From an optimization exercise on the open Yosys and OpenROAD flow, aimed at small area; shortcuts taken in it are not production practice. Only simulation tests tie the RTL to the original design; equivalence was not proved. Power is estimated from default activity; no workload was simulated.

==> flow/design.v <==
module mips_regfile #(
  parameter int WIDTH = 32,
  parameter int DEPTH = 32
) (
  input  logic             clk,
  input  logic             reset,
  input  logic             reg_write,
  input  logic [4:0]       write_reg,
  input  logic [WIDTH-1:0] write_data,
  input  logic [4:0]       read_reg1,
  input  logic [4:0]       read_reg2,
  output logic [WIDTH-1:0] read_data1,
  output logic [WIDTH-1:0] read_data2
);
  logic [DEPTH-1:1][WIDTH-1:0] regs;
  logic [DEPTH-1:1][WIDTH-1:0] regs_d;
  logic [DEPTH-1:1] valid;
  logic [DEPTH-1:1] we, we_n;
  logic             p;
  logic [WIDTH-1:0] wx;
  always_comb begin
    for (int i = 1; i < DEPTH; i++) begin
      we[i]   = reg_write && (write_reg == i[4:0]);
      we_n[i] = !we[i];
    end
  end
  always_ff @(posedge clk or posedge reset) begin
    if (reset) begin
      valid <= '0;
    end else begin
      valid <= valid | we;
    end
  end
  always_ff @(posedge clk or posedge reset) begin
    if (reset) begin
      p <= 1'b0;
    end else begin
      p <= !p;
    end
  end
  assign wx = write_data ^ {WIDTH{p}};
  for (genvar i = 1; i < DEPTH; i++) begin : g_row
    mips_regfile_hold #(.W(WIDTH)) u_hold (
      .en(we[i]), .en_n(we_n[i]), .x(wx), .q(regs[i]), .d(regs_d[i])
    );
  end
  always_ff @(posedge clk) begin
    for (int i = 1; i < DEPTH; i++) begin
      regs[i] <= regs_d[i];
    end
  end
  logic [DEPTH-1:1] sel1, sel2;
  always_comb begin
    for (int i = 1; i < DEPTH; i++) begin
      sel1[i] = (read_reg1 == i[4:0]) && valid[i];
      sel2[i] = (read_reg2 == i[4:0]) && valid[i];
    end
  end
  logic pp1, pp2;
  assign pp1 = p && (|sel1);
  assign pp2 = p && (|sel2);
  mips_regfile_rdport #(.W(WIDTH), .N(DEPTH-1)) u_rd1 (.sel(sel1), .pp(pp1), .regs(regs), .y(read_data1));
  mips_regfile_rdport #(.W(WIDTH), .N(DEPTH-1)) u_rd2 (.sel(sel2), .pp(pp2), .regs(regs), .y(read_data2));
endmodule
module mips_regfile_hold #(
  parameter int W = 32
) (
  input  logic         en,
  input  logic         en_n,
  input  logic [W-1:0] x,
  input  logic [W-1:0] q,
  output logic [W-1:0] d
);
  assign d = ~(({W{en_n}} | x) & ({W{en}} | q));
endmodule
module mips_regfile_aoi3 #(
  parameter int W = 32
) (
  input  logic         s0, s1, s2,
  input  logic [W-1:0] d0, d1, d2,
  output logic [W-1:0] y
);
  assign y = ~(({W{s0}} & d0) | ({W{s1}} & d1) | ({W{s2}} & d2));
endmodule
module mips_regfile_aoi1 #(
  parameter int W = 32
) (
  input  logic         s,
  input  logic [W-1:0] d,
  output logic [W-1:0] y
);
  assign y = ~({W{s}} & d);
endmodule
module mips_regfile_nand11 #(
  parameter int W = 32
) (
  input  logic [10:0][W-1:0] l,
  output logic [2:0][W-1:0]  h
);
  assign h[0] = ~(l[0] & l[1] & l[2] & l[3]);
  assign h[1] = ~(l[4] & l[5] & l[6] & l[7]);
  assign h[2] = ~(l[8] & l[9] & l[10]);
endmodule
module mips_regfile_nor3 #(
  parameter int W = 32
) (
  input  logic [2:0][W-1:0] h,
  output logic [W-1:0]      n
);
  assign n = h[0] | h[1] | h[2];
endmodule
module mips_regfile_xnor #(
  parameter int W = 32
) (
  input  logic [W-1:0] n,
  input  logic         pp,
  output logic [W-1:0] y
);
  assign y = n ^ {W{pp}};
endmodule
module mips_regfile_rdport #(
  parameter int W = 32,
  parameter int N = 31
) (
  input  logic [N:1]   sel,
  input  logic         pp,
  input  logic [N:1][W-1:0] regs,
  output logic [W-1:0]      y
);
  logic [10:0][W-1:0] l;
  for (genvar g = 0; g < 10; g++) begin : g_aoi
    mips_regfile_aoi3 #(.W(W)) u_aoi (
      .s0(sel[3*g+1]), .s1(sel[3*g+2]), .s2(sel[3*g+3]),
      .d0(regs[3*g+1]), .d1(regs[3*g+2]), .d2(regs[3*g+3]), .y(l[g])
    );
  end
  mips_regfile_aoi1 #(.W(W)) u_aoi_last (.s(sel[31]), .d(regs[31]), .y(l[10]));
  logic [2:0][W-1:0] h;
  logic [W-1:0]      n;
  mips_regfile_nand11 #(.W(W)) u_nand (.l(l), .h(h));
  mips_regfile_nor3   #(.W(W)) u_nor  (.h(h), .n(n));
  mips_regfile_xnor   #(.W(W)) u_xnor (.n(n), .pp(pp), .y(y));
endmodule
Settings: LEC_CHECK=0, CAP_MARGIN=20, CORE_MARGIN=2, CORE_UTILIZATION=70, CTS_BUF_LIST=sky130_fd_sc_hd__clkbuf_16, CTS_CLUSTER_DIAMETER=80, CTS_CLUSTER_SIZE=24, SLEW_MARGIN=20, SYNTH_HIERARCHICAL=1; clock period 10.0 ns.
run.sh (not shown) runs the stock make flow with config.mk's settings and CLKGATE_MAP_FILE= SYNTH_SCRIPT=/design/flow/synth_recipe.tcl, a recipe that flattens the netlist after the stock synthesis.
Then changed:
==> flow/flow/run.sh (new file) <==
#!/bin/bash
set -euo pipefail
B=sky130_fd_sc_hd__clkbuf_16
bash standard.sh \
  "BUFFER_PORTS_ARGS=-buffer_cell sky130_fd_sc_hd__buf_1" \
  "CTS_ARGS=-sink_clustering_enable -repair_clock_nets -buf_list $B -sink_clustering_size 24 -sink_clustering_max_diameter 80 -dont_use_dummy_load" \
  "RECOVER_POWER=100" \
  finish > standard.log 2>&1
==> flow/standard.sh (new file) <==
#!/bin/bash
# synth_recipe.tcl (not shown) runs the flow's synth.tcl, then flattens the netlist and writes it again
# the make line also repeats each setting of config.mk as NAME=value (left out here)
make -C /OpenROAD-flow-scripts/flow DESIGN_CONFIG=/design/flow/config.mk WORK_HOME=/design/flow/orfs CLKGATE_MAP_FILE= SYNTH_SCRIPT=/design/flow/synth_recipe.tcl "${@:-finish}"
--- a/flow/config.mk
+++ b/flow/config.mk
@@ -9,6 +9,3 @@
 export CORE_MARGIN = 2
-export CORE_UTILIZATION = 70
-export CTS_BUF_LIST = sky130_fd_sc_hd__clkbuf_16
-export CTS_CLUSTER_DIAMETER = 80
-export CTS_CLUSTER_SIZE = 24
+export CORE_UTILIZATION = 45
 export SLEW_MARGIN = 20
removed: flow/run.sh
=>
- The changed run completed, yet does not pass: max-capacitance violations, max-slew violations
- via count drops by a little under a tenth
- wire length drops slightly
- worst setup slack is worse by 0.37 ns
- power drops by a few percent
- area after synthesis is unchanged
- hold slack is worse by 0.0036 ns
- flip-flop and latch count stays the same
- count of clock-buffer cells in the layout is unchanged
Then changed:
--- a/flow/flow/run.sh
+++ b/flow/flow/run.sh
@@ -6,3 +6,2 @@
   "CTS_ARGS=-sink_clustering_enable -repair_clock_nets -buf_list $B -sink_clustering_size 24 -sink_clustering_max_diameter 80 -dont_use_dummy_load" \
-  "RECOVER_POWER=100" \
   finish > standard.log 2>&1
Effect: Now the flow produced a clean layout; utilization rose by 0.33 points; final cell count is unchanged; via count hardly moves; non-clock buffer count is unchanged; setup slack gets better by 0.98 ns.
Then changed:
==> flow/run.sh (new file) <==
#!/bin/bash
# synth_recipe.tcl (not shown) runs the flow's synth.tcl, then flattens the netlist and writes it again
# the make line also repeats each setting of config.mk as NAME=value (left out here)
make -C /OpenROAD-flow-scripts/flow DESIGN_CONFIG=/design/flow/config.mk WORK_HOME=/design/flow/orfs CLKGATE_MAP_FILE= SYNTH_SCRIPT=/design/flow/synth_recipe.tcl finish
--- a/flow/config.mk
+++ b/flow/config.mk
@@ -9,3 +9,3 @@
 export CORE_MARGIN = 2
-export CORE_UTILIZATION = 45
+export CORE_UTILIZATION = 40
 export SLEW_MARGIN = 20
removed: flow/flow/run.sh
removed: flow/standard.sh
=> Power rises by about 20%; cell area rises by 7.7%; maximum frequency falls by about 5%; routed wire length rises by about 2.7%; sequential power stays flat; non-clock buffer count rises by 19; utilization falls by 2.1 points; global-route usage falls by 2.8 points; via count rises by 2.1%.

what the ideal ports hide:
The flow's constraints put no driver on any port. The routed layouts listed below were extracted and timed again, unchanged, in two steps.
Step 1: set_driving_cell puts a clkbuf_16 on clk and a buf_2 on each other input, an assumption about the parent block.
Step 2 adds t to the input delays and takes it off the output delays; t is the mean of the earliest and latest rising clock arrival at the registers after step 1. Input paths then give back, and output paths get back, about the clock's delay inside the block.
Slacks: ideal ports / drivers / drivers and shift; pairs: ideal ports / drivers.
run	t (ns)	slack for setup (ns)	worst setup path after step 2	worst data-port slew with drivers (ns)	cell pins on the clock port's net
the first run	0.737	1.341 / 1.293 / 1.293	input to output	0.18	1
the second run	0.710	0.967 / 0.939 / 0.939	input to output	0.25	1
the third run	0.707	1.951 / 1.909 / 1.909	input to output	0.26	1
the fourth run	0.757	1.532 / 1.498 / 1.498	input to output	0.10	1
The setup slack of the first run, which loses most, moves by -0.048 ns with the drivers and by -0.048 ns with both steps.
